Source: an optimization exercise on an open RTL-to-GDS flow (aim: small area). Production flows keep margins and buffers that such runs may drop.
Only simulation tests tie the RTL to the original design; equivalence was not proved.
Power figures rest on the tool's default switching activity, not on a simulated workload.

File: flow/design.v
package scc_pkg;
    typedef logic signed [7:0] sample_t;
endpackage
`timescale 1ns/1ns
module scc_c_inv (input logic a, output logic y);
    assign y = ~a;
endmodule
module scc_c_and2 (input logic a, input logic b, output logic y);
    assign y = a & b;
endmodule
module scc_c_or2 (input logic a, input logic b, output logic y);
    assign y = a | b;
endmodule
module scc_c_nand2 (input logic a, input logic b, output logic y);
    assign y = ~(a & b);
endmodule
module scc_c_nand3 (input logic a, input logic b, input logic c, output logic y);
    assign y = ~(a & b & c);
endmodule
module scc_c_nand4 (input logic a, input logic b, input logic c, input logic d, output logic y);
    assign y = ~(a & b & c & d);
endmodule
module scc_c_nor2 (input logic a, input logic b, output logic y);
    assign y = ~(a | b);
endmodule
module scc_c_or3 (input logic a, input logic b, input logic c, output logic y);
    assign y = a | b | c;
endmodule
module scc_c_xor2 (input logic a, input logic b, output logic y);
    assign y = a ^ b;
endmodule
module scc_c_xnor2 (input logic a, input logic b, output logic y);
    assign y = ~(a ^ b);
endmodule
module scc_c_xor3 (input logic a, input logic b, input logic c, output logic y);
    assign y = a ^ b ^ c;
endmodule
module scc_c_maj (input logic a, input logic b, input logic c, output logic y);
    assign y = (a & b) | (a & c) | (b & c);
endmodule
module scc_c_fa (input logic a, input logic b, input logic c, output logic s, output logic co);
    assign s  = a ^ b ^ c;
    assign co = (a & b) | (a & c) | (b & c);
endmodule
module scc_c_ha (input logic a, input logic b, output logic s, output logic co);
    assign s  = a ^ b;
    assign co = a & b;
endmodule
module scc_c_aoi222 (input logic a1, input logic a2, input logic b1, input logic b2,
                     input logic c1, input logic c2, output logic y);
    assign y = ~((a1 & a2) | (b1 & b2) | (c1 & c2));
endmodule
module scc_c_ao22 (input logic a1, input logic a2, input logic b1, input logic b2, output logic y);
    assign y = (a1 & a2) | (b1 & b2);
endmodule
module scc_dec32 (input logic [4:0] a, output logic [31:0] sel);
    logic [4:0] an;
    logic [3:0] lo_n;
    logic [7:0] hi_n;
    for (genvar k = 0; k < 5; k++) begin : g_inv
        scc_c_inv u_inv (.a(a[k]), .y(an[k]));
    end
    for (genvar j = 0; j < 4; j++) begin : g_lo
        scc_c_nand2 u_lo (.a(j[0] ? a[0] : an[0]), .b(j[1] ? a[1] : an[1]), .y(lo_n[j]));
    end
    for (genvar j = 0; j < 8; j++) begin : g_hi
        scc_c_nand3 u_hi (.a(j[0] ? a[2] : an[2]), .b(j[1] ? a[3] : an[3]), .c(j[2] ? a[4] : an[4]), .y(hi_n[j]));
    end
    for (genvar i = 0; i < 32; i++) begin : g_sel
        scc_c_nor2 u_sel (.a(lo_n[i % 4]), .b(hi_n[i / 4]), .y(sel[i]));
    end
endmodule
module scc_rd32 (input logic [31:0] s, input logic [31:0] d, output logic [2:0] p);
    logic [10:0] n;
    for (genvar k = 0; k < 10; k++) begin : g_aoi
        scc_c_aoi222 u_aoi (.a1(s[3*k]), .a2(d[3*k]), .b1(s[3*k+1]), .b2(d[3*k+1]),
                            .c1(s[3*k+2]), .c2(d[3*k+2]), .y(n[k]));
    end
    scc_c_aoi222 u_aoi_last (.a1(s[30]), .a2(d[30]), .b1(s[31]), .b2(d[31]),
                             .c1(s[31]), .c2(d[31]), .y(n[10]));
    scc_c_nand4 u_p0 (.a(n[0]), .b(n[1]), .c(n[2]), .d(n[3]), .y(p[0]));
    scc_c_nand4 u_p1 (.a(n[4]), .b(n[5]), .c(n[6]), .d(n[7]), .y(p[1]));
    scc_c_nand3 u_p2 (.a(n[8]), .b(n[9]), .c(n[10]), .y(p[2]));
endmodule
`timescale 1ns/1ns
module scc_mixer
(
    input  logic [23:0] i_s,
    input  logic [11:0] i_vol,
    input  logic [2:0]  i_en,
    output logic [9:0]  o_mix_n
);
    logic [11:0] ve;
    for (genvar v = 0; v < 3; v++) begin : g_ve
        assign ve[v*4 +: 4] = i_vol[v*4 +: 4] & {4{i_en[v]}};
    end
    logic pp1;
    logic pp2;
    logic pp3;
    logic pp4;
    logic pp5;
    logic pp6;
    logic pp7;
    logic pp8;
    logic pp9;
    logic pp10;
    logic pp11;
    logic pp12;
    logic pp13;
    logic pp14;
    logic pp15;
    logic pp16;
    logic pp17;
    logic pp18;
    logic pp19;
    logic pp20;
    logic pp21;
    logic pp22;
    logic pp23;
    logic pp24;
    logic pp25;
    logic pp26;
    logic pp27;
    logic pn1;
    logic pn2;
    logic pn3;
    logic pn4;
    logic hc1;
    logic fs1;
    logic fc1;
    logic hc2;
    logic fs2;
    logic fc2;
    logic fs3;
    logic fc3;
    logic hc3;
    logic pp28;
    logic pp29;
    logic pp30;
    logic pp31;
    logic pp32;
    logic pp33;
    logic pp34;
    logic pp35;
    logic pp36;
    logic pp37;
    logic pp38;
    logic pp39;
    logic pp40;
    logic pp41;
    logic pp42;
    logic pp43;
    logic pp44;
    logic pp45;
    logic pp46;
    logic pp47;
    logic pp48;
    logic pp49;
    logic pp50;
    logic pp51;
    logic pp52;
    logic pp53;
    logic pp54;
    logic pn5;
    logic pn6;
    logic pn7;
    logic pn8;
    logic hc4;
    logic fs4;
    logic fc4;
    logic hc5;
    logic fs5;
    logic fc5;
    logic fs6;
    logic fc6;
    logic hc6;
    logic pp55;
    logic pp56;
    logic pp57;
    logic pp58;
    logic pp59;
    logic pp60;
    logic pp61;
    logic pp62;
    logic pp63;
    logic pp64;
    logic pp65;
    logic pp66;
    logic pp67;
    logic pp68;
    logic pp69;
    logic pp70;
    logic pp71;
    logic pp72;
    logic pp73;
    logic pp74;
    logic pp75;
    logic pp76;
    logic pp77;
    logic pp78;
    logic pp79;
    logic pp80;
    logic pp81;
    logic pn9;
    logic pn10;
    logic pn11;
    logic pn12;
    logic hc7;
    logic fs7;
    logic fc7;
    logic hc8;
    logic fs8;
    logic fc8;
    logic fs9;
    logic fc9;
    logic hc9;
    logic fs10;
    logic fc10;
    logic fs11;
    logic fc11;
    logic fs12;
    logic fc12;
    logic fs13;
    logic fc13;
    logic fs14;
    logic fc14;
    logic fs15;
    logic fc15;
    logic fs16;
    logic fc16;
    logic fs17;
    logic fc17;
    logic fs18;
    logic fc18;
    logic hs1;
    logic hc10;
    logic fs19;
    logic fc19;
    logic fs20;
    logic fc20;
    logic fs21;
    logic fc21;
    logic fs22;
    logic fc22;
    logic fs23;
    logic fc23;
    logic fs24;
    logic fc24;
    logic fs25;
    logic fc25;
    logic fs26;
    logic fc26;
    logic fs27;
    logic fc27;
    logic fs28;
    logic fc28;
    logic fs29;
    logic fc29;
    logic fs30;
    logic fc30;
    logic fs31;
    logic fc31;
    logic fs32;
    logic fc32;
    logic fs33;
    logic fc33;
    logic fs34;
    logic fc34;
    logic fs35;
    logic fc35;
    logic fs36;
    logic fc36;
    logic fs37;
    logic fc37;
    logic fs38;
    logic fc38;
    logic gs1;
    logic gc1;
    logic fs39;
    logic fc39;
    logic fs40;
    logic fc40;
    logic fs41;
    logic fc41;
    logic fs42;
    logic fc42;
    logic fs43;
    logic fc43;
    logic fs44;
    logic fc44;
    logic fs45;
    logic fc45;
    logic fs46;
    logic fc46;
    logic fs47;
    logic fc47;
    logic hs2;
    logic hc11;
    logic gs2;
    logic gc2;
    logic fs48;
    logic fc48;
    logic fs49;
    logic fc49;
    logic fs50;
    logic fc50;
    logic fs51;
    logic fc51;
    logic fs52;
    logic fc52;
    logic fs53;
    logic fc53;
    logic fs54;
    logic fc54;
    logic fs55;
    logic fc55;
    logic hs3;
    logic hc12;
    logic fs56;
    logic fc56;
    logic fs57;
    logic fc57;
    logic fs58;
    logic fc58;
    logic fs59;
    logic fc59;
    logic fs60;
    logic fc60;
    logic fs61;
    logic fc61;
    logic fs62;
    logic fc62;
    logic fs63;
    logic fc63;
    logic fs64;
    logic fc64;
    logic fs65;
    logic fc65;
    logic fs66;
    logic fc66;
    logic gs3;
    logic gc3;
    logic hs4;
    logic hc13;
    logic [9:0] row_a, row_b, row_s;
    scc_c_nand2 u1 (.a(i_s[0]), .b(ve[1]), .y(pp1));
    scc_c_nand2 u2 (.a(i_s[0]), .b(ve[2]), .y(pp2));
    scc_c_nand2 u3 (.a(i_s[0]), .b(ve[3]), .y(pp3));
    scc_c_nand2 u4 (.a(i_s[1]), .b(ve[0]), .y(pp4));
    scc_c_nand2 u5 (.a(i_s[1]), .b(ve[1]), .y(pp5));
    scc_c_nand2 u6 (.a(i_s[1]), .b(ve[2]), .y(pp6));
    scc_c_nand2 u7 (.a(i_s[1]), .b(ve[3]), .y(pp7));
    scc_c_nand2 u8 (.a(i_s[2]), .b(ve[0]), .y(pp8));
    scc_c_nand2 u9 (.a(i_s[2]), .b(ve[1]), .y(pp9));
    scc_c_nand2 u10 (.a(i_s[2]), .b(ve[2]), .y(pp10));
    scc_c_nand2 u11 (.a(i_s[2]), .b(ve[3]), .y(pp11));
    scc_c_nand2 u12 (.a(i_s[3]), .b(ve[0]), .y(pp12));
    scc_c_nand2 u13 (.a(i_s[3]), .b(ve[1]), .y(pp13));
    scc_c_nand2 u14 (.a(i_s[3]), .b(ve[2]), .y(pp14));
    scc_c_nand2 u15 (.a(i_s[3]), .b(ve[3]), .y(pp15));
    scc_c_nand2 u16 (.a(i_s[4]), .b(ve[0]), .y(pp16));
    scc_c_nand2 u17 (.a(i_s[4]), .b(ve[1]), .y(pp17));
    scc_c_nand2 u18 (.a(i_s[4]), .b(ve[2]), .y(pp18));
    scc_c_nand2 u19 (.a(i_s[4]), .b(ve[3]), .y(pp19));
    scc_c_nand2 u20 (.a(i_s[5]), .b(ve[0]), .y(pp20));
    scc_c_nand2 u21 (.a(i_s[5]), .b(ve[1]), .y(pp21));
    scc_c_nand2 u22 (.a(i_s[5]), .b(ve[2]), .y(pp22));
    scc_c_nand2 u23 (.a(i_s[5]), .b(ve[3]), .y(pp23));
    scc_c_nand2 u24 (.a(i_s[6]), .b(ve[0]), .y(pp24));
    scc_c_nand2 u25 (.a(i_s[6]), .b(ve[1]), .y(pp25));
    scc_c_nand2 u26 (.a(i_s[6]), .b(ve[2]), .y(pp26));
    scc_c_nand2 u27 (.a(i_s[6]), .b(ve[3]), .y(pp27));
    scc_c_and2 u28 (.a(i_s[7]), .b(ve[0]), .y(pn1));
    scc_c_and2 u29 (.a(i_s[7]), .b(ve[1]), .y(pn2));
    scc_c_and2 u30 (.a(i_s[7]), .b(ve[2]), .y(pn3));
    scc_c_and2 u31 (.a(i_s[7]), .b(ve[3]), .y(pn4));
    scc_c_or2 u32 (.a(pp1), .b(pp4), .y(hc1));
    scc_c_fa u33 (.a(pp2), .b(pp5), .c(pp8), .s(fs1), .co(fc1));
    scc_c_or2 u34 (.a(hc1), .b(fs1), .y(hc2));
    scc_c_fa u35 (.a(pp3), .b(pp6), .c(pp9), .s(fs2), .co(fc2));
    scc_c_fa u36 (.a(pp12), .b(fc1), .c(fs2), .s(fs3), .co(fc3));
    scc_c_or2 u37 (.a(hc2), .b(fs3), .y(hc3));
    scc_c_nand2 u38 (.a(i_s[8]), .b(ve[5]), .y(pp28));
    scc_c_nand2 u39 (.a(i_s[8]), .b(ve[6]), .y(pp29));
    scc_c_nand2 u40 (.a(i_s[8]), .b(ve[7]), .y(pp30));
    scc_c_nand2 u41 (.a(i_s[9]), .b(ve[4]), .y(pp31));
    scc_c_nand2 u42 (.a(i_s[9]), .b(ve[5]), .y(pp32));
    scc_c_nand2 u43 (.a(i_s[9]), .b(ve[6]), .y(pp33));
    scc_c_nand2 u44 (.a(i_s[9]), .b(ve[7]), .y(pp34));
    scc_c_nand2 u45 (.a(i_s[10]), .b(ve[4]), .y(pp35));
    scc_c_nand2 u46 (.a(i_s[10]), .b(ve[5]), .y(pp36));
    scc_c_nand2 u47 (.a(i_s[10]), .b(ve[6]), .y(pp37));
    scc_c_nand2 u48 (.a(i_s[10]), .b(ve[7]), .y(pp38));
    scc_c_nand2 u49 (.a(i_s[11]), .b(ve[4]), .y(pp39));
    scc_c_nand2 u50 (.a(i_s[11]), .b(ve[5]), .y(pp40));
    scc_c_nand2 u51 (.a(i_s[11]), .b(ve[6]), .y(pp41));
    scc_c_nand2 u52 (.a(i_s[11]), .b(ve[7]), .y(pp42));
    scc_c_nand2 u53 (.a(i_s[12]), .b(ve[4]), .y(pp43));
    scc_c_nand2 u54 (.a(i_s[12]), .b(ve[5]), .y(pp44));
    scc_c_nand2 u55 (.a(i_s[12]), .b(ve[6]), .y(pp45));
    scc_c_nand2 u56 (.a(i_s[12]), .b(ve[7]), .y(pp46));
    scc_c_nand2 u57 (.a(i_s[13]), .b(ve[4]), .y(pp47));
    scc_c_nand2 u58 (.a(i_s[13]), .b(ve[5]), .y(pp48));
    scc_c_nand2 u59 (.a(i_s[13]), .b(ve[6]), .y(pp49));
    scc_c_nand2 u60 (.a(i_s[13]), .b(ve[7]), .y(pp50));
    scc_c_nand2 u61 (.a(i_s[14]), .b(ve[4]), .y(pp51));
    scc_c_nand2 u62 (.a(i_s[14]), .b(ve[5]), .y(pp52));
    scc_c_nand2 u63 (.a(i_s[14]), .b(ve[6]), .y(pp53));
    scc_c_nand2 u64 (.a(i_s[14]), .b(ve[7]), .y(pp54));
    scc_c_and2 u65 (.a(i_s[15]), .b(ve[4]), .y(pn5));
    scc_c_and2 u66 (.a(i_s[15]), .b(ve[5]), .y(pn6));
    scc_c_and2 u67 (.a(i_s[15]), .b(ve[6]), .y(pn7));
    scc_c_and2 u68 (.a(i_s[15]), .b(ve[7]), .y(pn8));
    scc_c_or2 u69 (.a(pp28), .b(pp31), .y(hc4));
    scc_c_fa u70 (.a(pp29), .b(pp32), .c(pp35), .s(fs4), .co(fc4));
    scc_c_or2 u71 (.a(hc4), .b(fs4), .y(hc5));
    scc_c_fa u72 (.a(pp30), .b(pp33), .c(pp36), .s(fs5), .co(fc5));
    scc_c_fa u73 (.a(pp39), .b(fc4), .c(fs5), .s(fs6), .co(fc6));
    scc_c_or2 u74 (.a(hc5), .b(fs6), .y(hc6));
    scc_c_nand2 u75 (.a(i_s[16]), .b(ve[9]), .y(pp55));
    scc_c_nand2 u76 (.a(i_s[16]), .b(ve[10]), .y(pp56));
    scc_c_nand2 u77 (.a(i_s[16]), .b(ve[11]), .y(pp57));
    scc_c_nand2 u78 (.a(i_s[17]), .b(ve[8]), .y(pp58));
    scc_c_nand2 u79 (.a(i_s[17]), .b(ve[9]), .y(pp59));
    scc_c_nand2 u80 (.a(i_s[17]), .b(ve[10]), .y(pp60));
    scc_c_nand2 u81 (.a(i_s[17]), .b(ve[11]), .y(pp61));
    scc_c_nand2 u82 (.a(i_s[18]), .b(ve[8]), .y(pp62));
    scc_c_nand2 u83 (.a(i_s[18]), .b(ve[9]), .y(pp63));
    scc_c_nand2 u84 (.a(i_s[18]), .b(ve[10]), .y(pp64));
    scc_c_nand2 u85 (.a(i_s[18]), .b(ve[11]), .y(pp65));
    scc_c_nand2 u86 (.a(i_s[19]), .b(ve[8]), .y(pp66));
    scc_c_nand2 u87 (.a(i_s[19]), .b(ve[9]), .y(pp67));
    scc_c_nand2 u88 (.a(i_s[19]), .b(ve[10]), .y(pp68));
    scc_c_nand2 u89 (.a(i_s[19]), .b(ve[11]), .y(pp69));
    scc_c_nand2 u90 (.a(i_s[20]), .b(ve[8]), .y(pp70));
    scc_c_nand2 u91 (.a(i_s[20]), .b(ve[9]), .y(pp71));
    scc_c_nand2 u92 (.a(i_s[20]), .b(ve[10]), .y(pp72));
    scc_c_nand2 u93 (.a(i_s[20]), .b(ve[11]), .y(pp73));
    scc_c_nand2 u94 (.a(i_s[21]), .b(ve[8]), .y(pp74));
    scc_c_nand2 u95 (.a(i_s[21]), .b(ve[9]), .y(pp75));
    scc_c_nand2 u96 (.a(i_s[21]), .b(ve[10]), .y(pp76));
    scc_c_nand2 u97 (.a(i_s[21]), .b(ve[11]), .y(pp77));
    scc_c_nand2 u98 (.a(i_s[22]), .b(ve[8]), .y(pp78));
    scc_c_nand2 u99 (.a(i_s[22]), .b(ve[9]), .y(pp79));
    scc_c_nand2 u100 (.a(i_s[22]), .b(ve[10]), .y(pp80));
    scc_c_nand2 u101 (.a(i_s[22]), .b(ve[11]), .y(pp81));
    scc_c_and2 u102 (.a(i_s[23]), .b(ve[8]), .y(pn9));
    scc_c_and2 u103 (.a(i_s[23]), .b(ve[9]), .y(pn10));
    scc_c_and2 u104 (.a(i_s[23]), .b(ve[10]), .y(pn11));
    scc_c_and2 u105 (.a(i_s[23]), .b(ve[11]), .y(pn12));
    scc_c_or2 u106 (.a(pp55), .b(pp58), .y(hc7));
    scc_c_fa u107 (.a(pp56), .b(pp59), .c(pp62), .s(fs7), .co(fc7));
    scc_c_or2 u108 (.a(hc7), .b(fs7), .y(hc8));
    scc_c_fa u109 (.a(pp57), .b(pp60), .c(pp63), .s(fs8), .co(fc8));
    scc_c_fa u110 (.a(pp66), .b(fc7), .c(fs8), .s(fs9), .co(fc9));
    scc_c_or2 u111 (.a(hc8), .b(fs9), .y(hc9));
    scc_c_fa u112 (.a(pp7), .b(pp10), .c(pp13), .s(fs10), .co(fc10));
    scc_c_fa u113 (.a(pp16), .b(pp34), .c(pp37), .s(fs11), .co(fc11));
    scc_c_fa u114 (.a(pp40), .b(pp43), .c(pp61), .s(fs12), .co(fc12));
    scc_c_fa u115 (.a(pp64), .b(pp67), .c(pp70), .s(fs13), .co(fc13));
    scc_c_fa u116 (.a(fc2), .b(fc5), .c(fc8), .s(fs14), .co(fc14));
    scc_c_fa u117 (.a(fs10), .b(fs11), .c(fs12), .s(fs15), .co(fc15));
    scc_c_fa u118 (.a(fs13), .b(fc3), .c(fc6), .s(fs16), .co(fc16));
    scc_c_fa u119 (.a(fc9), .b(fs14), .c(fs15), .s(fs17), .co(fc17));
    scc_c_fa u120 (.a(hc3), .b(hc6), .c(hc9), .s(fs18), .co(fc18));
    scc_c_xnor2 u121 (.a(fs16), .b(fs17), .y(hs1));
    scc_c_or2 u122 (.a(fs16), .b(fs17), .y(hc10));
    scc_c_fa u123 (.a(pp11), .b(pp14), .c(pp17), .s(fs19), .co(fc19));
    scc_c_fa u124 (.a(pp20), .b(pp38), .c(pp41), .s(fs20), .co(fc20));
    scc_c_fa u125 (.a(pp44), .b(pp47), .c(pp65), .s(fs21), .co(fc21));
    scc_c_fa u126 (.a(pp68), .b(pp71), .c(pp74), .s(fs22), .co(fc22));
    scc_c_fa u127 (.a(fc10), .b(fc11), .c(fc12), .s(fs23), .co(fc23));
    scc_c_fa u128 (.a(fc13), .b(fs19), .c(fs20), .s(fs24), .co(fc24));
    scc_c_fa u129 (.a(fs21), .b(fs22), .c(fc14), .s(fs25), .co(fc25));
    scc_c_fa u130 (.a(fc15), .b(fs23), .c(fs24), .s(fs26), .co(fc26));
    scc_c_fa u131 (.a(fc16), .b(fc17), .c(fs25), .s(fs27), .co(fc27));
    scc_c_fa u132 (.a(fs26), .b(fc18), .c(hc10), .s(fs28), .co(fc28));
    scc_c_fa u133 (.a(pp15), .b(pp18), .c(pp21), .s(fs29), .co(fc29));
    scc_c_fa u134 (.a(pp24), .b(pp42), .c(pp45), .s(fs30), .co(fc30));
    scc_c_fa u135 (.a(pp48), .b(pp51), .c(pp69), .s(fs31), .co(fc31));
    scc_c_fa u136 (.a(pp72), .b(pp75), .c(pp78), .s(fs32), .co(fc32));
    scc_c_fa u137 (.a(fc19), .b(fc20), .c(fc21), .s(fs33), .co(fc33));
    scc_c_fa u138 (.a(fc22), .b(fs29), .c(fs30), .s(fs34), .co(fc34));
    scc_c_fa u139 (.a(fs31), .b(fs32), .c(fc23), .s(fs35), .co(fc35));
    scc_c_fa u140 (.a(fc24), .b(fs33), .c(fs34), .s(fs36), .co(fc36));
    scc_c_fa u141 (.a(fc25), .b(fc26), .c(fs35), .s(fs37), .co(fc37));
    scc_c_fa u142 (.a(fs36), .b(fc27), .c(fs37), .s(fs38), .co(fc38));
    scc_c_ha u143 (.a(pp19), .b(pp22), .s(gs1), .co(gc1));
    scc_c_fa u144 (.a(pp25), .b(pn1), .c(pp46), .s(fs39), .co(fc39));
    scc_c_fa u145 (.a(pp49), .b(pp52), .c(pn5), .s(fs40), .co(fc40));
    scc_c_fa u146 (.a(pp73), .b(pp76), .c(pp79), .s(fs41), .co(fc41));
    scc_c_fa u147 (.a(pn9), .b(gs1), .c(fc29), .s(fs42), .co(fc42));
    scc_c_fa u148 (.a(fc30), .b(fc31), .c(fc32), .s(fs43), .co(fc43));
    scc_c_fa u149 (.a(fs39), .b(fs40), .c(fs41), .s(fs44), .co(fc44));
    scc_c_fa u150 (.a(fc33), .b(fc34), .c(fs42), .s(fs45), .co(fc45));
    scc_c_fa u151 (.a(fs43), .b(fs44), .c(fc35), .s(fs46), .co(fc46));
    scc_c_fa u152 (.a(fc36), .b(fs45), .c(fc37), .s(fs47), .co(fc47));
    scc_c_xnor2 u153 (.a(fs46), .b(fc38), .y(hs2));
    scc_c_or2 u154 (.a(fs46), .b(fc38), .y(hc11));
    scc_c_ha u155 (.a(pp23), .b(pp26), .s(gs2), .co(gc2));
    scc_c_fa u156 (.a(pn2), .b(pp50), .c(pp53), .s(fs48), .co(fc48));
    scc_c_fa u157 (.a(pn6), .b(pp77), .c(pp80), .s(fs49), .co(fc49));
    scc_c_fa u158 (.a(pn10), .b(gc1), .c(gs2), .s(fs50), .co(fc50));
    scc_c_fa u159 (.a(fc39), .b(fc40), .c(fc41), .s(fs51), .co(fc51));
    scc_c_fa u160 (.a(fs48), .b(fs49), .c(fs50), .s(fs52), .co(fc52));
    scc_c_fa u161 (.a(fc42), .b(fc43), .c(fc44), .s(fs53), .co(fc53));
    scc_c_fa u162 (.a(fs51), .b(fs52), .c(fc45), .s(fs54), .co(fc54));
    scc_c_fa u163 (.a(fs53), .b(fc46), .c(fs54), .s(fs55), .co(fc55));
    scc_c_xnor2 u164 (.a(fc47), .b(fs55), .y(hs3));
    scc_c_or2 u165 (.a(fc47), .b(fs55), .y(hc12));
    scc_c_fa u166 (.a(pp27), .b(pn3), .c(pp54), .s(fs56), .co(fc56));
    scc_c_fa u167 (.a(pn7), .b(pp81), .c(pn11), .s(fs57), .co(fc57));
    scc_c_fa u168 (.a(gc2), .b(fc48), .c(fc49), .s(fs58), .co(fc58));
    scc_c_fa u169 (.a(fs56), .b(fs57), .c(fc50), .s(fs59), .co(fc59));
    scc_c_fa u170 (.a(fc51), .b(fs58), .c(fc52), .s(fs60), .co(fc60));
    scc_c_fa u171 (.a(fs59), .b(fc53), .c(fs60), .s(fs61), .co(fc61));
    scc_c_fa u172 (.a(fc54), .b(fs61), .c(fc55), .s(fs62), .co(fc62));
    scc_c_fa u173 (.a(pn4), .b(pn8), .c(pn12), .s(fs63), .co(fc63));
    scc_c_fa u174 (.a(fc56), .b(fc57), .c(fs63), .s(fs64), .co(fc64));
    scc_c_fa u175 (.a(fc58), .b(fs64), .c(fc59), .s(fs65), .co(fc65));
    scc_c_fa u176 (.a(fc60), .b(fs65), .c(fc61), .s(fs66), .co(fc66));
    scc_c_ha u177 (.a(fc63), .b(fc64), .s(gs3), .co(gc3));
    scc_c_xnor2 u178 (.a(gs3), .b(fc65), .y(hs4));
    scc_c_or2 u179 (.a(gs3), .b(fc65), .y(hc13));
    assign row_a = {1'b0, gc3, hs4, fs66, hc12, hc11, fs47, fc28, fs27, fs18};
    assign row_b = {1'b1, hc13, fc66, fc62, fs62, hs3, hs2, fs38, fs28, hs1};
    scc_mix_add u_add (.a(row_a), .b(row_b), .s(row_s));
    assign o_mix_n[0] = row_s[0];
    assign o_mix_n[1] = row_s[1];
    assign o_mix_n[2] = row_s[2];
    assign o_mix_n[3] = row_s[3];
    assign o_mix_n[4] = row_s[4];
    assign o_mix_n[5] = row_s[5];
    assign o_mix_n[6] = row_s[6];
    assign o_mix_n[7] = row_s[7];
    assign o_mix_n[8] = row_s[8];
    assign o_mix_n[9] = row_s[9];
endmodule
module scc_mix_add (input logic [9:0] a, input logic [9:0] b, output logic [9:0] s);
    assign s = a + b + 1'b1;
endmodule
`timescale 1ns/1ns
module scc_top
(
    input  logic               i_emuclk,
    input  logic               i_rst_n,
    input  logic [17:0]        i_req,
    output logic [7:0]         o_db,
    output logic signed [10:0] o_sound
);
    logic       wr, rd;
    logic [7:0] addr, wdata;
    logic [7:0] wdata_r;
    assign wr    = i_req[17];
    assign rd    = i_req[16];
    assign addr  = i_req[15:8];
    assign wdata = i_req[7:0];
    assign wdata_r = wdata & {8{i_rst_n}};
    logic [31:0] asel;
    logic [2:0]  wv;
    logic [2:0]  rv;
    scc_dec32 u_adec (.a(addr[4:0]), .sel(asel));
    for (genvar v = 0; v < 3; v++) begin : g_win
        logic win;
        assign win   = (addr[7:5] == 3'(v));
        assign wv[v] = wr && win;
        assign rv[v] = rd && win && i_rst_n;
    end
    logic [2:0][11:0] freq_q;
    logic [2:0][3:0]  vol_q;
    logic [2:0]       load_q;
    logic [2:0]       en_q;
    for (genvar v = 0; v < 3; v++) begin : g_reg
        logic lo_wr, hi_wr, vol_wr;
        assign lo_wr  = wr && (addr == 8'(8'h80 + 2 * v));
        assign hi_wr  = wr && (addr == 8'(8'h81 + 2 * v));
        assign vol_wr = wr && (addr == 8'(8'h8A + v));
        always_ff @(posedge i_emuclk) begin
            if (!i_rst_n || lo_wr)  freq_q[v][7:0]  <= wdata_r;
            if (!i_rst_n || hi_wr)  freq_q[v][11:8] <= wdata_r[3:0];
            if (!i_rst_n || vol_wr) vol_q[v]        <= wdata_r[3:0];
        end
        always_ff @(posedge i_emuclk) load_q[v] <= i_rst_n && (lo_wr || hi_wr);
    end
    always_ff @(posedge i_emuclk) begin
        if (!i_rst_n || (wr && addr == 8'h8F)) en_q <= wdata_r[2:0];
    end
    logic [2:0][7:0] samp_q;
    logic [2:0][7:0][2:0] cpu_p;
    for (genvar v = 0; v < 3; v++) begin : g_voice
        logic [11:0] pcnt;
        logic [12:0] brw;
        logic [11:0] pdec;
        logic [4:0]  ptr;
        logic        zero;
        logic [31:0] psel;
        logic [7:0]  mem [32];
        logic [7:0]  play;
        assign brw[0] = 1'b1;
        for (genvar k = 0; k < 12; k++) begin : g_brw
            assign pdec[k]    = pcnt[k] ^ brw[k];
            assign brw[k + 1] = brw[k] & ~pcnt[k];
        end
        assign zero = brw[12];
        always_ff @(posedge i_emuclk) begin
            if (!i_rst_n)               pcnt <= '0;
            else if (load_q[v] || zero) pcnt <= freq_q[v];
            else                        pcnt <= pdec;
        end
        always_ff @(posedge i_emuclk) begin
            if (!i_rst_n || zero) ptr <= (ptr + 5'd1) & {5{i_rst_n}};
        end
        scc_dec32 u_pdec (.a(ptr), .sel(psel));
        for (genvar i = 0; i < 32; i++) begin : g_byte
            logic we, we_n;
            logic [7:0] nxt;
            scc_c_nand2 u_wen (.a(asel[i]), .b(wv[v]), .y(we_n));
            scc_c_inv   u_we  (.a(we_n), .y(we));
            for (genvar b = 0; b < 8; b++) begin : g_bit
                scc_c_ao22 u_hold (.a1(we), .a2(wdata[b]), .b1(we_n), .b2(mem[i][b]), .y(nxt[b]));
            end
            always_ff @(posedge i_emuclk) mem[i] <= nxt;
        end
        for (genvar b = 0; b < 8; b++) begin : g_col
            logic [31:0] col;
            logic [2:0]  pp;
            for (genvar i = 0; i < 32; i++) begin : g_c
                assign col[i] = mem[i][b];
            end
            scc_rd32 u_play (.s(psel), .d(col), .p(pp));
            scc_c_or3 u_or (.a(pp[0]), .b(pp[1]), .c(pp[2]), .y(play[b]));
            scc_rd32 u_cpu (.s(asel), .d(col), .p(cpu_p[v][b]));
        end
        always_ff @(posedge i_emuclk) samp_q[v] <= play;
    end
    logic [7:0] db_d;
    for (genvar b = 0; b < 8; b++) begin : g_db
        logic [2:0] n;
        for (genvar v = 0; v < 3; v++) begin : g_v
            scc_c_aoi222 u_g (.a1(rv[v]), .a2(cpu_p[v][b][0]), .b1(rv[v]), .b2(cpu_p[v][b][1]),
                              .c1(rv[v]), .c2(cpu_p[v][b][2]), .y(n[v]));
        end
        scc_c_nand3 u_o (.a(n[0]), .b(n[1]), .c(n[2]), .y(db_d[b]));
    end
    logic [7:0] db_q;
    always_ff @(posedge i_emuclk) db_q <= db_d;
    assign o_db = db_q;
    logic [9:0] mix_n;
    scc_mixer u_mix (
        .i_s     ({samp_q[2], samp_q[1], samp_q[0]}),
        .i_vol   ({vol_q[2], vol_q[1], vol_q[0]}),
        .i_en    (en_q),
        .o_mix_n (mix_n)
    );
    logic [9:0] snd_q;
    always_ff @(posedge i_emuclk) snd_q <= ~(mix_n | {10{!i_rst_n}});
    assign o_sound = {snd_q[9], snd_q};
endmodule
File: flow/flow/run.sh
#!/bin/bash
set -euo pipefail
export CTS_ARGS="-sink_clustering_enable -repair_clock_nets -dont_use_dummy_load -sink_buffer_max_cap_derate 1.0 -buf_list {sky130_fd_sc_hd__clkbuf_8 sky130_fd_sc_hd__clkbuf_16} -root_buf sky130_fd_sc_hd__clkbuf_16 -tree_buf sky130_fd_sc_hd__clkbuf_16 -sink_clustering_buffer sky130_fd_sc_hd__clkbuf_8 -sink_clustering_size 16 -sink_clustering_max_diameter 55"
export BUFFER_PORTS_ARGS="-buffer_cell sky130_fd_sc_hd__buf_1"
bash standard.sh > standard.log 2>&1
File: flow/standard.sh
#!/bin/bash
# synth_recipe.tcl (not shown) runs the flow's synth.tcl, then flattens the netlist and writes it again
# the make line also repeats each setting of config.mk as NAME=value (left out here)
make -C /OpenROAD-flow-scripts/flow DESIGN_CONFIG=/design/flow/config.mk WORK_HOME=/design/flow/orfs CLKGATE_MAP_FILE= SYNTH_SCRIPT=/design/flow/synth_recipe.tcl "${@:-finish}"
File: flow/config.mk
export PLATFORM = sky130hd
export DESIGN_NAME = scc_top
export DESIGN_NICKNAME = scc_top
export VERILOG_FILES = /design/flow/design.v
export SDC_FILE = /design/flow/constraint.sdc
export NUM_CORES = 4
export LEC_CHECK = 0
export CAP_MARGIN = 20
export CORE_MARGIN = 2
export CORE_UTILIZATION = 40
export SLEW_MARGIN = 20
export SYNTH_HIERARCHICAL = 1
File: flow/constraint.sdc
create_clock -name core_clock -period 7.0 [get_ports {i_emuclk}]
set_input_delay 1.4000 -clock core_clock [delete_from_list [all_inputs] [get_ports {i_emuclk}]]
set_output_delay 1.4000 -clock core_clock [all_outputs]
set_load 0.01 [all_outputs]
==> results.yml, run 1 <==
cts:
  cts_tree: "built"
  cts_buffer_depth: 3
  cts_resized: 0
  htreeDepth: 3
  numCtsBuffers: 96
  postCtsSetupBuffers: 0
  clk_latency_ns: 0.66
  clk_pin_slew_worst_paths_ns: 0.10
  clock-root-buffer: "clkbuf_16"
  cts_hold_buf: 0
  clock-sinks: 915
logic_synthesis:
  synth_edf_count: 66
  dominantRegCellSynth: "dfxtp_1"
  avgSynthCellArea_um2: 11.4
  yosysSeqAreaShare_pct: 50.1
  synthCells: 3324
  synth_warnings: 13
  synth.cell_area_um2: 37900
  netlist-cell-type-count: 41
  yosys.area.top_type: "dfxtp_1"
  async_reset_ff_share_pct: 0
  synthTopCellsByArea: "dfxtp_1 (45%), a22o_1 (18%), a222oi_1 (15%)"
  ys_seq_elements: 915
  synth_top_area_share_pct: 44.8
timing:
  timing.fmax_ghz: 0.200
  grt_setup_unrepaired: "no"
  finalHoldViolations: 0
  drv_slew: 0
  relSlewSlack_pct: 16.9
  skew_ns: 0.0812
  worst_slew_pin_slew_ns: 1.24
  fin_crit_ns: 5.01
  layout_worst_path_cycle_share_pct: 71.5
  finalSetupTns_ns: 0
  setup_violations: 0
setup_path:
  crit_top_cell: "fa_1"
  cp_max_fo: 8
  crit_chain: "and2_1 > nand2_1 > fa_1 > fa_1 > fa_1 > fa_1 > fa_1 > fa_1 > ha_1 > and3_1 > a221o_1 > nor3_2 > o21bai_1 > xor2_1 > nor2b_1"
  critPathLaunchType: "flop"
  regToRegSetupSlack_ns: 1.99
  r2r_start: "en_q[0]"
  crit_type: "reg2reg"
  timing.rr.end: "snd_q[8]"
  cp_data_arrival_time_ns: 5.53
  slowest_delay_ns: 0.52
  endpoint_kind: "flop"
  reg2regPathDepth: 15
  critPathRequiredTime_ns: 7.53
  critPathSlowestCell: "fa_1"
power:
  p_seq_share_pct: 53.6
  swShare_pct: 30.1
  p_sw_mw: 3.37
  combPwrFrac_pct: 18.3
  power.density_nw_per_um2: 269
  p_leak_nw: 15.4
  p_clk_share_pct: 28.1
  total_power_mw: 11.2
  intPower_mw: 7.82
  ir_drop_v: 0.000213
global_routing:
  grt_pass1_vias: 30600
  antenna_found_initial: 4
  grt_pass1_wl_um: 201000
  grtUsageTotal_pct: 26.8
  gr-total-overflow: 0
  grt_max_degree: 98
floorplanning:
  initial_utilization_pct: 40.5
  die-area_um2: 97200
  ios: 39
  fp.dieW_um: 312
  rows: 112
  die_h_um: 312
  core_region_area_um2: 93600
hold_path:
  hold_depth: 1
  hp-class: "reg2reg"
  hp-start: "freq_q[20]"
  min_to: "g_voice[1].pcnt[8]"
drt:
  viasPerCell: 6.98
  wl_per_cell_um: 28.8
  postRouteAntennaNets: 0
  drc_errors: 0
  num_vias: 33100
  initialDrtViolationCount: 7080
  wirelength_um: 137000
  dr.pass1.iters: 17
job:
  cap_violations: 0
cells_and_area:
  drive_above_1_share_pct: 5.70
  nNetsFinal: 3630
  area_growth_pct: 9.58
  layout_commonest_cell: "dfxtp_1"
  multiInputGateArea_um2: 18400
  register_area_um2: 19000
  n_fill_cell: 8917
  layout_common_cells: "dfxtp_1 (849), a22o_1 (768), a222oi_1 (552)"
outcome:
  status: "complete, no violations"
placement:
  portBuffers: 38
  place.gp.congestion: 0.966
  hpwl_um: 92500
modules after synthesis (local to each module, per instance), excerpt:
| module | cell area, µm² | times used | cells | flip-flops and latches |
|---|---|---|---|---|
| scc_mixer | 82.6 | 1 | 14 | 0 |
| scc_c_ha | 12.5 | 3 | 1 | 0 |
| scc_c_or3 | 6.26 | 24 | 1 | 0 |
| scc_c_or2 | 6.26 | 13 | 1 | 0 |
| scc_c_nand4 | 6.26 | 96 | 1 | 0 |
| scc_c_aoi222 | 10.0 | 552 | 1 | 0 |
| scc_top | 20800 | 1 | 1195 | 915 |
| scc_mix_add | 403 | 1 | 52 | 0 |
| scc_c_fa | 20.0 | 66 | 1 | 0 |
| scc_c_and2 | 6.26 | 12 | 1 | 0 |
| scc_c_nor2 | 3.75 | 128 | 1 | 0 |
| scc_c_ao22 | 8.76 | 768 | 1 | 0 |
critical path, delay by kind of cell, from the launching register on:
| kind | cells | cell delay, ns |
|---|---|---|
| compound gates | 2 | 0.42 |
| xor+xnor | 1 | 0.14 |
| fa+ha+maj | 7 | 3.12 |
| flops | 1 | 0.37 |
| simple gates | 5 | 0.85 |
routing by layer:
metal  global-route usage (%)  up-vias  wire length, µm
li1                         -    14500                -
met1                     37.9    16000            57700
met2                     38.9     2207            56800
met3                     6.28      361            15600
met4                     11.8        2             6680
met5                        0        -               10
layout make-up:
class	count	share of cell area [%]
Sequential cell	915	45.7
Multi-Input combinational cell	2235	44.3
Tap cell	1254	3.78
Clock buffer	96	3.43
Inverter	157	1.42
Timing Repair Buffer	90	1.40
Antenna cell	2	0.0121
cells in the mapped netlist, drive strengths merged, types with 12 or more instances:
cell      n
a222oi  552
a22o    768
and2     73
clkbuf   12
dfxtp   849
edfxtp   66
fa       67
ha       48
inv     157
nand2   204
nand3    97
nand4    97
nor2    139
nor2b    14
o21ai    67
or2      16
or3      25
xnor2    14
power groups by stage:
| stage | Sequential [mW] | Combinational, mW | Clock (mW) |
|---|---|---|---|
| 6_report | 6.00 | 2.05 | 3.14 |
| 5_1_grt | 6.05 | 2.28 | 3.39 |
| 4_1_cts | 5.99 | 2.03 | 3.21 |
| 3_5_place_dp | 6.10 | 2.02 | 0 |
| 3_3_place_gp | 6.10 | 2.00 | 0 |
| 2_1_floorplan | 6.01 | 1.39 | 0 |
state kept, by name, indices dropped and copies added, names as in the netlist:
name and flops:
load_q 3, en_q 3, g_voice.mem 768, db_q 8
samp_q 24, freq_q 36, vol_q 12, g_voice.ptr 15
snd_q 10, g_voice.pcnt 36
cells by family after synthesis:
family,count (synthesis),share of synthesized area [%]
compound gates,1409,33.7
xor+xnor,21,0.485
fa+ha+maj,115,5.12
buf+inv,174,1.74
flops,915,50.1
other cells,2,0.0198
simple gates,688,8.84
per-stage QoR:
step / setup WS (ns) / instance area (µm²) / instances / hold slack, ns / util [%]
floorplan: 2.41 / 37900 / 3324 / 0.460 / -
global placement: 2.08 / 40100 / 4650 / 0.468 / 42.8
detailed placement: 2.09 / 40100 / 4651 / 0.476 / 42.8
CTS: 2.03 / 41500 / 4747 / 0.495 / 44.4
global route: 1.76 / 41500 / 4747 / 0.506 / 44.4
finish: 1.99 / 41500 / 4749 / 0.496 / 44.4
how the worst max path moves through the flow:
stage                       start       end  slack [ns]
after floorplan           en_q[0]  snd_q[8]        2.41
after global placement    en_q[2]  snd_q[8]        2.08
after detailed placement  en_q[2]  snd_q[8]        2.09
after CTS                 en_q[0]  snd_q[8]        2.03
after global routing      en_q[2]  snd_q[8]        1.76
final                     en_q[0]  snd_q[8]        1.99
==> inputs of run 2 (changes only) <==
--- a/flow/design.v
+++ b/flow/design.v
@@ -85,2 +85,44 @@
 `timescale 1ns/1ns
+module scc_cnt
+(
+    input  logic        i_rst_n,
+    input  logic        i_load,
+    input  logic [11:0] i_freq,
+    input  logic [11:0] i_pcnt,
+    input  logic [4:0]  i_ptr,
+    output logic [11:0] o_pcnt_d,
+    output logic        o_zero,
+    output logic [4:0]  o_ptr_d
+);
+    logic        rst;
+    logic [12:0] any;     
+    logic [11:0] dec;     
+    logic        lz, lz_r, keep_r;
+    scc_c_inv u_rst (.a(i_rst_n), .y(rst));
+    scc_c_inv u_dec0 (.a(i_pcnt[0]), .y(dec[0]));
+    assign any[1] = i_pcnt[0];
+    for (genvar k = 1; k < 12; k++) begin : g_dec
+        scc_c_xnor2 u_x (.a(i_pcnt[k]), .b(any[k]), .y(dec[k]));
+        scc_c_or2   u_o (.a(i_pcnt[k]), .b(any[k]), .y(any[k + 1]));
+    end
+    scc_c_inv u_zero (.a(any[12]), .y(o_zero));
+    scc_c_or2   u_lz   (.a(i_load), .b(o_zero), .y(lz));
+    scc_c_and2  u_lzr  (.a(lz), .b(i_rst_n), .y(lz_r));
+    scc_c_nor2  u_keep (.a(lz), .b(rst), .y(keep_r));
+    for (genvar k = 0; k < 12; k++) begin : g_d
+        scc_c_ao22 u_m (.a1(lz_r), .a2(i_freq[k]), .b1(keep_r), .b2(dec[k]), .y(o_pcnt_d[k]));
+    end
+    logic [4:0] c;
+    assign c[1] = i_ptr[0];
+    scc_c_nor2 u_p0 (.a(i_ptr[0]), .b(rst), .y(o_ptr_d[0]));
+    for (genvar k = 1; k < 5; k++) begin : g_inc
+        logic x;
+        scc_c_xnor2 u_x (.a(i_ptr[k]), .b(c[k]), .y(x));
+        scc_c_nor2  u_r (.a(x), .b(rst), .y(o_ptr_d[k]));
+        if (k < 4) begin : g_c
+            scc_c_and2 u_c (.a(i_ptr[k]), .b(c[k]), .y(c[k + 1]));
+        end
+    end
+endmodule
+`timescale 1ns/1ns
 module scc_mixer
@@ -591,5 +633,5 @@
         logic [11:0] pcnt;
-        logic [12:0] brw;
-        logic [11:0] pdec;
+        logic [11:0] pcnt_d;
         logic [4:0]  ptr;
+        logic [4:0]  ptr_d;
         logic        zero;
@@ -598,15 +640,15 @@
         logic [7:0]  play;
-        assign brw[0] = 1'b1;
-        for (genvar k = 0; k < 12; k++) begin : g_brw
-            assign pdec[k]    = pcnt[k] ^ brw[k];
-            assign brw[k + 1] = brw[k] & ~pcnt[k];
-        end
-        assign zero = brw[12];
-        always_ff @(posedge i_emuclk) begin
-            if (!i_rst_n)               pcnt <= '0;
-            else if (load_q[v] || zero) pcnt <= freq_q[v];
-            else                        pcnt <= pdec;
-        end
+        scc_cnt u_cnt (
+            .i_rst_n  (i_rst_n),
+            .i_load   (load_q[v]),
+            .i_freq   (freq_q[v]),
+            .i_pcnt   (pcnt),
+            .i_ptr    (ptr),
+            .o_pcnt_d (pcnt_d),
+            .o_zero   (zero),
+            .o_ptr_d  (ptr_d)
+        );
+        always_ff @(posedge i_emuclk) pcnt <= pcnt_d;
         always_ff @(posedge i_emuclk) begin
-            if (!i_rst_n || zero) ptr <= (ptr + 5'd1) & {5{i_rst_n}};
+            if (!i_rst_n || zero) ptr <= ptr_d;
         end
==> results.yml, run 2 <==
setup_path:
  crit_type: "reg2reg"
  critPathLaunchType: "flop"
  critPathRequiredTime_ns: 7.51
  r2r_start: "en_q[0]"
  critPathCapture: "snd_q[8]"
  regToRegSetupSlack_ns: 2.02
  reg2regPathDepth: 15
  cp_data_arrival_time_ns: 5.49
  timing.rr.end: "snd_q[8]"
  endpoint_kind: "flop"
  cp-startpoint: "en_q[0]"
  cp_max_fo: 8
timing:
  finalHoldViolations: 0
  timing.fmax_ghz: 0.201
  skew_ns: 0.0774
  setup_violations: 0
  layout_worst_path_cycle_share_pct: 71.2
  drv_slew: 0
  relSlewSlack_pct: 33.7
  fin_crit_ns: 4.98
  grt_setup_unrepaired: "no"
  worst_slew_pin_slew_ns: 0.995
  finalSetupTns_ns: 0
hold_path:
  hp-class: "reg2reg"
  hp-start: "freq_q[14]"
global_routing:
  grt_max_degree: 75
  grt_pass1_vias: 30600
  antenna_found_initial: 8
  gr-total-overflow: 0
  grt_pass1_wl_um: 202000
  grtUsageTotal_pct: 27.2
cts:
  cts_tree: "built"
  cts_hold_buf: 0
  clock-root-buffer: "clkbuf_16"
  clk_latency_ns: 0.64
  clock-sinks: 915
  numCtsBuffers: 90
  cts_resized: 0
  cts_buffer_depth: 3
  clk_pin_slew_worst_paths_ns: 0.10
  postCtsSetupBuffers: 0
  htreeDepth: 3
floorplanning:
  ios: 39
  die_h_um: 311
  core_region_area_um2: 93300
  initial_utilization_pct: 40.3
  fp.dieW_um: 311
  die-area_um2: 96600
  rows: 112
placement:
  dpl-instance-area_um2: 39900
  place.gp.congestion: 0.988
  portBuffers: 38
  hpwl_um: 94800
cells_and_area:
  drive_above_1_share_pct: 5.74
  nNetsFinal: 3532
  register_area_um2: 19000
  final_cell_area_um2: 41300
  reg.largest.list: "g_voice.mem: 768 flops, freq_q: 36 flops, g_voice.pcnt: 36 flops"
  area_growth_pct: 9.61
  layout_common_cells: "dfxtp_1 (849), a22o_1 (804), a222oi_1 (552)"
  antennaDiodeCount: 0
  n_fill_cell: 8822
  regMostFlops: "g_voice.mem"
  largest_register_ffs: 768
  multiInputGateArea_um2: 18300
  layout_commonest_cell: "dfxtp_1"
logic_synthesis:
  synth_edf_count: 66
  yosys.area.top_type: "dfxtp_1"
  avgSynthCellArea_um2: 11.6
  synthCells: 3259
  ys_seq_elements: 915
  synth-compound-area-share_pct: 33.9
  yosysMostFrequentCell: "dfxtp_1"
  dominantRegCellSynth: "dfxtp_1"
  synthTopCellsByArea: "dfxtp_1 (45%), a22o_1 (19%), a222oi_1 (15%)"
  synthMuxAreaShare_pct: 0
  synthTopCellsByCount: "dfxtp_1 (849), a22o_1 (804), a222oi_1 (552)"
  synth_top_area_share_pct: 45.2
  yosys.area_share.simple_pct: 8.94
  synth_top_family_by_area: "compound AO/OA/AOI/OAI gates"
  synth_warnings: 13
  async_reset_ff_share_pct: 0
  synth-xor-area-share_pct: 1.33
  netlist-cell-type-count: 47
  yosysSeqAreaShare_pct: 50.4
  synth.cell_area_um2: 37600
  synthAdderAreaFrac_pct: 3.96
drt:
  postRouteAntennaNets: 0
  initialDrtViolationCount: 6806
  wirelength_um: 138000
  viasPerCell: 7.01
  dr.pass1.iters: 15
  num_vias: 32800
  drc_errors: 0
  wl_per_cell_um: 29.5
outcome:
  status: "complete, no violations"
power:
  power.density_nw_per_um2: 271
  p_leak_nw: 15.1
  ir_drop_v: 0.000158
job:
  cap_violations: 0
run 2: cell count changes after synthesis, sizes merged, moves of 6 or more:
cell	delta
o21ai	-63
xnor2	+39
a22o	+36
ha	-36
or2	+33
inv	-28
and2	-27
clkbuf	-10
nor2	+10
nand2	-9
o211a	-9
nand3	-8
o31ai	+6
run 2: power breakdown:
part / switching, mW / internal [mW] / leakage (nW)
clock network: 1.76 / 1.27 / 0.693
registers: 0.350 / 5.70 / 7.54
logic: 1.24 / 0.854 / 6.88
total: 3.35 / 7.82 / 15.1
run 2: kinds of logic after synthesis:
family / Yosys count
compound gates: 1382
xor+xnor: 57
fa+ha+maj: 79
buf+inv: 136
flops: 915
other cells: 2
simple gates: 688
run 2: how the worst min path moves through the flow:
stage / endpoint / slack, ns / cells after the start
5_1_grt: g_voice[1].pcnt[1] / 0.47 / 1
4_1_cts: g_voice[1].pcnt[1] / 0.44 / 1
2_1_floorplan: g_voice[0].pcnt[10] / 0.44 / 1
3_3_place_gp: g_voice[2].pcnt[10] / 0.44 / 1
6_report: g_voice[1].pcnt[2] / 0.44 / 1
3_5_place_dp: g_voice[2].pcnt[7] / 0.45 / 1
run 2: layer usage:
metal | routed length [µm] | GRT usage, % | vias to the layer above
met3 | 15400 | 6.14 | 377
li1 | - | - | 14400
met5 | 34 | 0 | -
met1 | 57600 | 37.6 | 15900
met4 | 7180 | 12.7 | 6
met2 | 57800 | 40.1 | 2147
run 2: area by class of cell:
type,count,area share [%]
well taps,1254,3.80
clock buffers,90,3.25
repair buffers,89,1.38
inverters,129,1.17
flip-flops and latches,915,46.0
multi-input cells,2208,44.4
run 2: worst max-delay path: stages (launching register included):
cell and delay, ns:
edfxtp_1 0.37, and2_1 0.30, nand2_1 0.13, fa_1 0.53
fa_1 0.43, fa_1 0.47, fa_1 0.47, fa_1 0.40
fa_1 0.44, ha_1 0.37, and3_1 0.22, a221o_1 0.32
nor3_2 0.11, o21bai_1 0.10, xor2_1 0.14, nor2b_1 0.10
run 2: through the flow:
step / setup slack [ns] / hold slack (ns) / total power [mW] / utilization, % / cells
finish: 2.02 / 0.441 / 11.2 / 44.2 / 4685
global route: 1.71 / 0.471 / 11.7 / 44.2 / 4685
CTS: 2.01 / 0.445 / 11.2 / 44.2 / 4685
detailed placement: 2.05 / 0.449 / 8.21 / 42.8 / 4595
global placement: 2.04 / 0.444 / 8.19 / 42.8 / 4595
floorplan: 1.96 / 0.442 / 7.50 / - / 3259
run 2: modules after synthesis, one instance, submodules excluded, excerpt:
module / copies in the design / cell area [µm²]
scc_c_nand2: 193 / 3.75
scc_c_or3: 24 / 6.26
scc_top: 1 / 19400
scc_mix_add: 1 / 403
scc_c_and2: 24 / 6.26
scc_c_ha: 3 / 12.5
scc_c_nand3: 88 / 5.00
scc_mixer: 1 / 82.6
scc_c_nand4: 96 / 6.26
scc_c_nor2: 146 / 3.75
scc_c_xnor2: 49 / 8.76
scc_c_or2: 49 / 6.26
scc_c_fa: 66 / 20.0
scc_c_ao22: 804 / 8.76
scc_c_aoi222: 552 / 10.0
scc_c_inv: 125 / 3.75
==> inputs of run 3 (changes only) <==
--- a/flow/design.v
+++ b/flow/design.v
@@ -581,3 +581,27 @@
 module scc_mix_add (input logic [9:0] a, input logic [9:0] b, output logic [9:0] s);
-    assign s = a + b + 1'b1;
+    logic [10:0] c;
+    logic [9:5] s0, s1;
+    logic [10:5] c0, c1;
+    scc_c_xnor2 u_s0 (.a(a[0]), .b(b[0]), .y(s[0]));
+    scc_c_or2   u_c0 (.a(a[0]), .b(b[0]), .y(c[1]));
+    scc_c_fa u_l1 (.a(a[1]), .b(b[1]), .c(c[1]), .s(s[1]), .co(c[2]));
+    scc_c_fa u_l2 (.a(a[2]), .b(b[2]), .c(c[2]), .s(s[2]), .co(c[3]));
+    scc_c_fa u_l3 (.a(a[3]), .b(b[3]), .c(c[3]), .s(s[3]), .co(c[4]));
+    scc_c_fa u_l4 (.a(a[4]), .b(b[4]), .c(c[4]), .s(s[4]), .co(c[5]));
+    scc_c_ha    u_h0 (.a(a[5]), .b(b[5]), .s(s0[5]), .co(c0[6]));
+    scc_c_xnor2 u_g0 (.a(a[5]), .b(b[5]), .y(s1[5]));
+    scc_c_or2   u_g1 (.a(a[5]), .b(b[5]), .y(c1[6]));
+    scc_c_fa u_h6 (.a(a[6]), .b(b[6]), .c(c0[6]), .s(s0[6]), .co(c0[7]));
+    scc_c_fa u_k6 (.a(a[6]), .b(b[6]), .c(c1[6]), .s(s1[6]), .co(c1[7]));
+    scc_c_fa u_h7 (.a(a[7]), .b(b[7]), .c(c0[7]), .s(s0[7]), .co(c0[8]));
+    scc_c_fa u_k7 (.a(a[7]), .b(b[7]), .c(c1[7]), .s(s1[7]), .co(c1[8]));
+    scc_c_fa u_h8 (.a(a[8]), .b(b[8]), .c(c0[8]), .s(s0[8]), .co(c0[9]));
+    scc_c_fa u_k8 (.a(a[8]), .b(b[8]), .c(c1[8]), .s(s1[8]), .co(c1[9]));
+    scc_c_fa u_h9 (.a(a[9]), .b(b[9]), .c(c0[9]), .s(s0[9]), .co(c0[10]));
+    scc_c_fa u_k9 (.a(a[9]), .b(b[9]), .c(c1[9]), .s(s1[9]), .co(c1[10]));
+    logic cn;
+    scc_c_inv u_cn (.a(c[5]), .y(cn));
+    for (genvar i = 5; i < 10; i++) begin : g_sel
+        scc_c_ao22 u_m (.a1(cn), .a2(s0[i]), .b1(c[5]), .b2(s1[i]), .y(s[i]));
+    end
 endmodule
==> flow/flow/run.sh (replaced) <==
#!/bin/bash
set -euo pipefail
export CTS_ARGS="-sink_clustering_enable -repair_clock_nets -dont_use_dummy_load -sink_buffer_max_cap_derate 1.0 -buf_list {sky130_fd_sc_hd__clkbuf_8 sky130_fd_sc_hd__clkbuf_16} -root_buf sky130_fd_sc_hd__clkbuf_16 -tree_buf sky130_fd_sc_hd__clkbuf_16 -sink_clustering_buffer sky130_fd_sc_hd__clkbuf_8 -sink_clustering_size 18 -sink_clustering_max_diameter 60"
export BUFFER_PORTS_ARGS="-buffer_cell sky130_fd_sc_hd__buf_1"
bash standard.sh > standard.log 2>&1
==> results.yml, run 3 <==
outcome:
  status: "complete, no violations"
logic_synthesis:
  async_reset_ff_share_pct: 0
  synthAdderAreaFrac_pct: 4.29
  yosys.area.top_type: "dfxtp_1"
  synthCells: 3230
  netlist-cell-type-count: 36
  synth_edf_count: 66
  dominantRegCellSynth: "dfxtp_1"
  synth_top_area_share_pct: 45.2
  yosysMostFrequentCell: "dfxtp_1"
  synth_warnings: 13
  synth-compound-area-share_pct: 33.8
  synthTopCellsByArea: "dfxtp_1 (45%), a22o_1 (19%), a222oi_1 (15%)"
  yosysSeqAreaShare_pct: 50.5
  ys_seq_elements: 915
  synthMuxAreaShare_pct: 0
  synthTopCellsByCount: "dfxtp_1 (849), a22o_1 (809), a222oi_1 (552)"
  avgSynthCellArea_um2: 11.6
  synth.cell_area_um2: 37600
  synth_top_family_by_area: "compound AO/OA/AOI/OAI gates"
  synth-xor-area-share_pct: 1.19
  yosys.area_share.simple_pct: 8.77
global_routing:
  antenna_found_initial: 11
  grt_pass1_wl_um: 195000
  gr-total-overflow: 0
  grt_pass1_vias: 29700
  grtUsageTotal_pct: 26.6
  grt_max_degree: 81
timing:
  layout_worst_path_cycle_share_pct: 82.8
  fin_crit_ns: 5.80
  worst_hold_slack_ns: 0.453
  timing.fmax_ghz: 0.173
  finalSetupTns_ns: 0
  skew_ns: 0.0882
  setup_violations: 0
  drv_slew: 0
  relSlewSlack_pct: 27.7
  worst_slack_ns: 1.20
  grt_setup_unrepaired: "no"
  finalHoldViolations: 0
  worst_slew_pin_slew_ns: 1.07
setup_path:
  endpoint_kind: "flop"
  cp_data_arrival_time_ns: 6.28
  crit_chain: "and2_1 > nand2_1 > fa_1 > fa_1 > fa_1 > fa_1 > fa_1 > fa_1 > or2_1 > fa_1 > fa_1 > fa_1 > fa_1 > a22o_1 > nor2b_1"
  critPathRequiredTime_ns: 7.48
  critPathSlowestCell: "fa_1"
  timing.rr.end: "snd_q[9]"
  r2r_start: "en_q[0]"
  slowest_delay_ns: 0.49
  reg2regPathDepth: 15
  crit_type: "reg2reg"
  crit_top_cell: "fa_1"
  regToRegSetupSlack_ns: 1.20
  cp_max_fo: 8
  critPathLaunchType: "flop"
drt:
  postRouteAntennaNets: 0
  initialDrtViolationCount: 6261
  dr.pass1.iters: 12
  num_vias: 32300
  drc_errors: 0
  viasPerCell: 6.95
  wl_per_cell_um: 28.6
  wirelength_um: 133000
cts:
  cts_hold_buf: 0
  cts_tree: "built"
  postCtsSetupBuffers: 0
  cts_buffer_depth: 3
  cts_resized: 0
  clk_latency_ns: 0.62
  numCtsBuffers: 75
  clk_pin_slew_worst_paths_ns: 0.11
  htreeDepth: 3
  clock-root-buffer: "clkbuf_16"
  clock-sinks: 915
cells_and_area:
  largest_register_ffs: 768
  reg.largest.list: "g_voice.mem: 768 flops, freq_q: 36 flops, g_voice.pcnt: 36 flops"
  area_growth_pct: 9.07
  layout_commonest_cell: "dfxtp_1"
  nNetsFinal: 3495
  regMostFlops: "g_voice.mem"
  drive_above_1_share_pct: 5.40
  layout_common_cells: "dfxtp_1 (849), a22o_1 (809), a222oi_1 (552)"
placement:
  hpwl_um: 91600
  dpl_worst_slack_ns: 1.18
  place.gp.congestion: 0.965
  portBuffers: 38
floorplanning:
  rows: 112
  die-area_um2: 96400
  core_region_area_um2: 93200
  fp.dieW_um: 310
  ios: 39
  die_h_um: 310
  initial_utilization_pct: 40.3
power:
  p_leak_nw: 15.0
  swShare_pct: 29.7
  p_sw_mw: 3.19
  intPower_mw: 7.55
  ir_drop_v: 0.000162
  combPwrFrac_pct: 17.9
  p_seq_share_pct: 56.1
  power.density_nw_per_um2: 262
  p_clk_share_pct: 26.0
hold_path:
  min_to: "g_voice[1].pcnt[8]"
  hold_depth: 1
  hp-class: "reg2reg"
  hp-start: "freq_q[20]"
job:
  cap_violations: 0
[run 3: cell count changes after synthesis, moves of 3 or more]
cell,change
ha_1,-8
fa_1,+11
xor2_1,-4
a22o_1,+5
nor2_1,-3
inv_1,-3
a21oi_1,-5
[run 3: final cells by class]
type                            instances  area, µm²
Inverter                              126        473
Sequential cell                       915      19000
Timing Repair Buffer                   91        597
Multi-Input combinational cell       2184      18200
Fill cell                            8800      52200
Clock buffer                           75       1130
Antenna cell                            1       2.50
Tap cell                             1254       1570
[run 3: cell families (layout without fill, tap and decap cells)]
| kind of cell | count (synthesis) | in the layout |
|---|---|---|
| compound gates | 1371 | 1371 |
| xor+xnor | 51 | 51 |
| other cells | 2 | 5 |
| fa+ha+maj | 82 | 82 |
| simple gates | 676 | 676 |
| flops | 915 | 915 |
| buf+inv | 133 | 292 |
[run 3: worst max path at each step]
| stage | end | slack [ns] | start |
|---|---|---|---|
| after CTS | snd_q[9] | 1.15 | en_q[0] |
| after global routing | snd_q[9] | 0.92 | en_q[0] |
| after floorplan | snd_q[9] | 1.57 | en_q[0] |
| final | snd_q[9] | 1.20 | en_q[0] |
| after global placement | snd_q[9] | 1.26 | en_q[2] |
| after detailed placement | snd_q[9] | 1.18 | en_q[0] |
[run 3: routing by layer]
layer  track usage [%]  share of wire, %  up-vias  routed length, µm
met5                 0             0.049        -                 65
met4              14.0               5.7       10               7620
met3              3.67               9.8      366              13000
met2              40.2                43     2006              56900
met1              37.1                42    15700              55100
li1                  -                 -    14200                  -
[run 3: stage by stage]
step / utilization [%] / cell area, µm² / cells / total power [mW]
after detailed placement: 42.8 / 39800 / 4570 / 8.03
final: 44.0 / 41000 / 4646 / 10.7
after floorplan: - / 37600 / 3232 / 7.33
after global placement: 42.8 / 39800 / 4570 / 8.01
after CTS: 44.0 / 41000 / 4645 / 10.8
after global routing: 44.0 / 41000 / 4645 / 11.2
[run 3: per-module statistics from Yosys, one instance, submodules excluded, excerpt]
module	cells inside	flops+latches
scc_mixer	14	0
scc_c_aoi222	1	0
scc_c_xnor2	1	0
scc_c_nand4	1	0
scc_c_or3	1	0
scc_c_inv	1	0
scc_c_ao22	1	0
scc_c_nor2	1	0
scc_c_ha	1	0
scc_c_and2	1	0
scc_c_fa	1	0
scc_c_nand2	1	0
[run 3: power by group through the flow]
stage	registers, mW	clock network, mW	logic [mW]
floorplan	6.04	0	1.28
global placement	6.13	0	1.88
detailed placement	6.13	0	1.90
CTS	6.02	2.86	1.91
global route	6.08	3.03	2.10
finish	6.02	2.79	1.93
[run 3: critical path, delay by kind of cell (launching register included)]
family	cells	cell delay [ns]
fa+ha+maj	10	4.39
simple gates	4	0.77
compound gates	1	0.13
flops	1	0.39
==> inputs of run 4 (changes only) <==
--- a/flow/design.v
+++ b/flow/design.v
@@ -679,9 +679,12 @@
         scc_dec32 u_pdec (.a(ptr), .sel(psel));
+        logic [7:0] wdv;
+        for (genvar b = 0; b < 8; b++) begin : g_wdv
+            scc_c_and2 u_wdv (.a(wdata[b]), .b(wv[v]), .y(wdv[b]));
+        end
         for (genvar i = 0; i < 32; i++) begin : g_byte
-            logic we, we_n;
+            logic we_n;
             logic [7:0] nxt;
             scc_c_nand2 u_wen (.a(asel[i]), .b(wv[v]), .y(we_n));
-            scc_c_inv   u_we  (.a(we_n), .y(we));
             for (genvar b = 0; b < 8; b++) begin : g_bit
-                scc_c_ao22 u_hold (.a1(we), .a2(wdata[b]), .b1(we_n), .b2(mem[i][b]), .y(nxt[b]));
+                scc_c_ao22 u_hold (.a1(asel[i]), .a2(wdv[b]), .b1(we_n), .b2(mem[i][b]), .y(nxt[b]));
             end
==> results.yml, run 4 <==
placement:
  dpl_worst_slack_ns: 1.25
  dpl-instance-area_um2: 39800
  dp.cells: 4512
  hpwl_um: 91900
  place.gp.congestion: 0.934
logic_synthesis:
  netlist-cell-type-count: 36
  avgSynthCellArea_um2: 11.8
  synth_warnings: 13
  synth_edf_count: 66
  yosys.area.top_type: "dfxtp_1"
  yosys.area_share.simple_pct: 9.22
  synthTopCellsByArea: "dfxtp_1 (45%), a22o_1 (19%), a222oi_1 (15%)"
  synthCells: 3158
  synthMuxAreaShare_pct: 0
  yosysMostFrequentCell: "dfxtp_1"
  ys_seq_elements: 915
  synth-compound-area-share_pct: 34.0
  dominantRegCellSynth: "dfxtp_1"
floorplanning:
  core_region_area_um2: 92900
  fp.dieW_um: 310
  die_h_um: 310
  rows: 112
  die-area_um2: 95900
setup_path:
  timing.rr.end: "snd_q[9]"
  critPathLaunchType: "flop"
  crit_type: "reg2reg"
  reg2regPathDepth: 15
  regToRegSetupSlack_ns: 1.22
  cp_max_fo: 8
  critPathCapture: "snd_q[9]"
  endpoint_kind: "flop"
  cp-startpoint: "en_q[2]"
  critPathRequiredTime_ns: 7.48
timing:
  fin_crit_ns: 5.78
  worst_slew_pin_slew_ns: 1.13
  relSlewSlack_pct: 24.7
  finalSetupTns_ns: 0
  worst_hold_slack_ns: 0.435
  skew_ns: 0.0995
  timing.fmax_ghz: 0.173
drt:
  wl_per_cell_um: 29.7
  drc_errors: 0
  initialDrtViolationCount: 6266
  postRouteAntennaNets: 0
  num_vias: 32400
  dr.pass1.iters: 14
  wirelength_um: 136000
cts:
  numCtsBuffers: 82
  clk_pin_slew_worst_paths_ns: 0.11
  cts_hold_buf: 0
  postCtsSetupBuffers: 0
  clock-root-buffer: "clkbuf_16"
  clk_latency_ns: 0.66
  cts_buffer_depth: 3
power:
  ir_drop_v: 0.000140
  total_power_mw: 10.8
  power.density_nw_per_um2: 263
  p_leak_nw: 14.1
outcome:
  status: "complete, no violations"
cells_and_area:
  final_cell_area_um2: 41100
  area_growth_pct: 9.94
  instances_no_fill: 4596
  layout_commonest_cell: "dfxtp_1"
  n_fill_cell: 8679
  regMostFlops: "g_voice.mem"
  reg.largest.list: "g_voice.mem: 768 flops, freq_q: 36 flops, g_voice.pcnt: 36 flops"
global_routing:
  antenna_found_initial: 6
  grt_pass1_vias: 29600
  gr-total-overflow: 0
job:
  cap_violations: 0
hold_path:
  hp-class: "reg2reg"
[run 4: cell count changes after synthesis]
cell,delta
inv_1,-96
and2_1,+24
[run 4: where the power goes]
part,internal [mW],switching [mW]
sequential,5.69,0.321
clock,1.17,1.75
combinational,0.771,1.09
total,7.63,3.16
[run 4: cells by family after synthesis]
| logic type | after synthesis |
|---|---|
| AOI/OAI and AO/OA | 1371 |
| DFF | 915 |
| and+or+nand+nor | 700 |
| adders and majority gates | 82 |
| xor gates and xnor gates | 51 |
| buffers and inverters | 37 |
| other | 2 |
[run 4: metal layers]
metal / track usage [%] / share of wire (%) / vias up
met5: 0 / 0.026 / -
met4: 12.1 / 4.5 / 4
met3: 5.17 / 10 / 320
met2: 41.2 / 43 / 2042
met1: 38.7 / 42 / 15900
li1: - / - / 14100
[run 4: per-module statistics from Yosys (local to each module, per instance), excerpt]
module        times used  cells  cell area (µm²)  flip-flops and latches
scc_c_aoi222         552      1             10.0                       0
scc_c_or3             24      1             6.26                       0
scc_c_and2            48      1             6.26                       0
scc_c_ha               4      1             12.5                       0
scc_top                1    974            19400                     915
scc_c_ao22           809      1             8.76                       0
scc_c_or2             51      1             6.26                       0
scc_c_nand4           96      1             6.26                       0
scc_c_fa              78      1             20.0                       0
scc_c_nand3           88      1             5.00                       0
scc_c_inv             30      1             3.75                       0
scc_c_nor2           146      1             3.75                       0
scc_c_xnor2           51      1             8.76                       0
scc_mixer              1     14             82.6                       0
[run 4: final cells by class]
type                    instances  area (µm²)  share of cell area [%]
diodes                          2        5.00                  0.0122
clock buffers                  82        1230                    2.99
inverters                      30         113                   0.274
multi-input cells            2208       18500                    45.1
flip-flops and latches        915       19000                    46.2
well taps                    1254        1570                    3.82
repair buffers                105         647                    1.57
[run 4: worst min path at each step]
stage | end | cells after the start
5_1_grt | g_voice[0].pcnt[8] | 1
6_report | g_voice[0].pcnt[8] | 1
2_1_floorplan | g_voice[0].pcnt[10] | 1
3_5_place_dp | g_voice[1].pcnt[11] | 1
3_3_place_gp | g_voice[2].pcnt[5] | 1
4_1_cts | g_voice[0].pcnt[8] | 1
[run 4: worst max-delay path, cell delays in order, from the launching register on]
cell and delay [ns]:
edfxtp_1 0.39, and2_1 0.33, nand2_1 0.13, fa_1 0.48
fa_1 0.46, fa_1 0.42, fa_1 0.47, fa_1 0.39
fa_1 0.51, or2_1 0.26, fa_1 0.38, fa_1 0.39
fa_1 0.39, fa_1 0.49, a22o_1 0.11, nor2b_1 0.04

-- separate check: timing with driven ports --
The results above use ideal ports. As a check the final layouts listed here were re-extracted and re-timed, cells and wires unchanged.
Step 1 assumes that a clkbuf_16 drives the clock port and a buf_2 every other input.
Step 2 also shifts input and output timing later by t, the mid clock arrival at the registers, as if the neighbouring blocks saw the same clock.
Slacks: ideal / step 1 / step 2; pairs: ideal / step 1.
| run | t, ns | setup slack, ns |
|---|---|---|
| run 1 | 0.681 | 1.993 / 1.993 / 1.993 |
| run 2 | 0.673 | 2.016 / 2.016 / 1.878 |
| run 3 | 0.655 | 1.205 / 1.205 / 1.205 |
| run 4 | 0.689 | 1.216 / 1.216 / 1.216 |
After both steps every run listed still meets setup and hold.
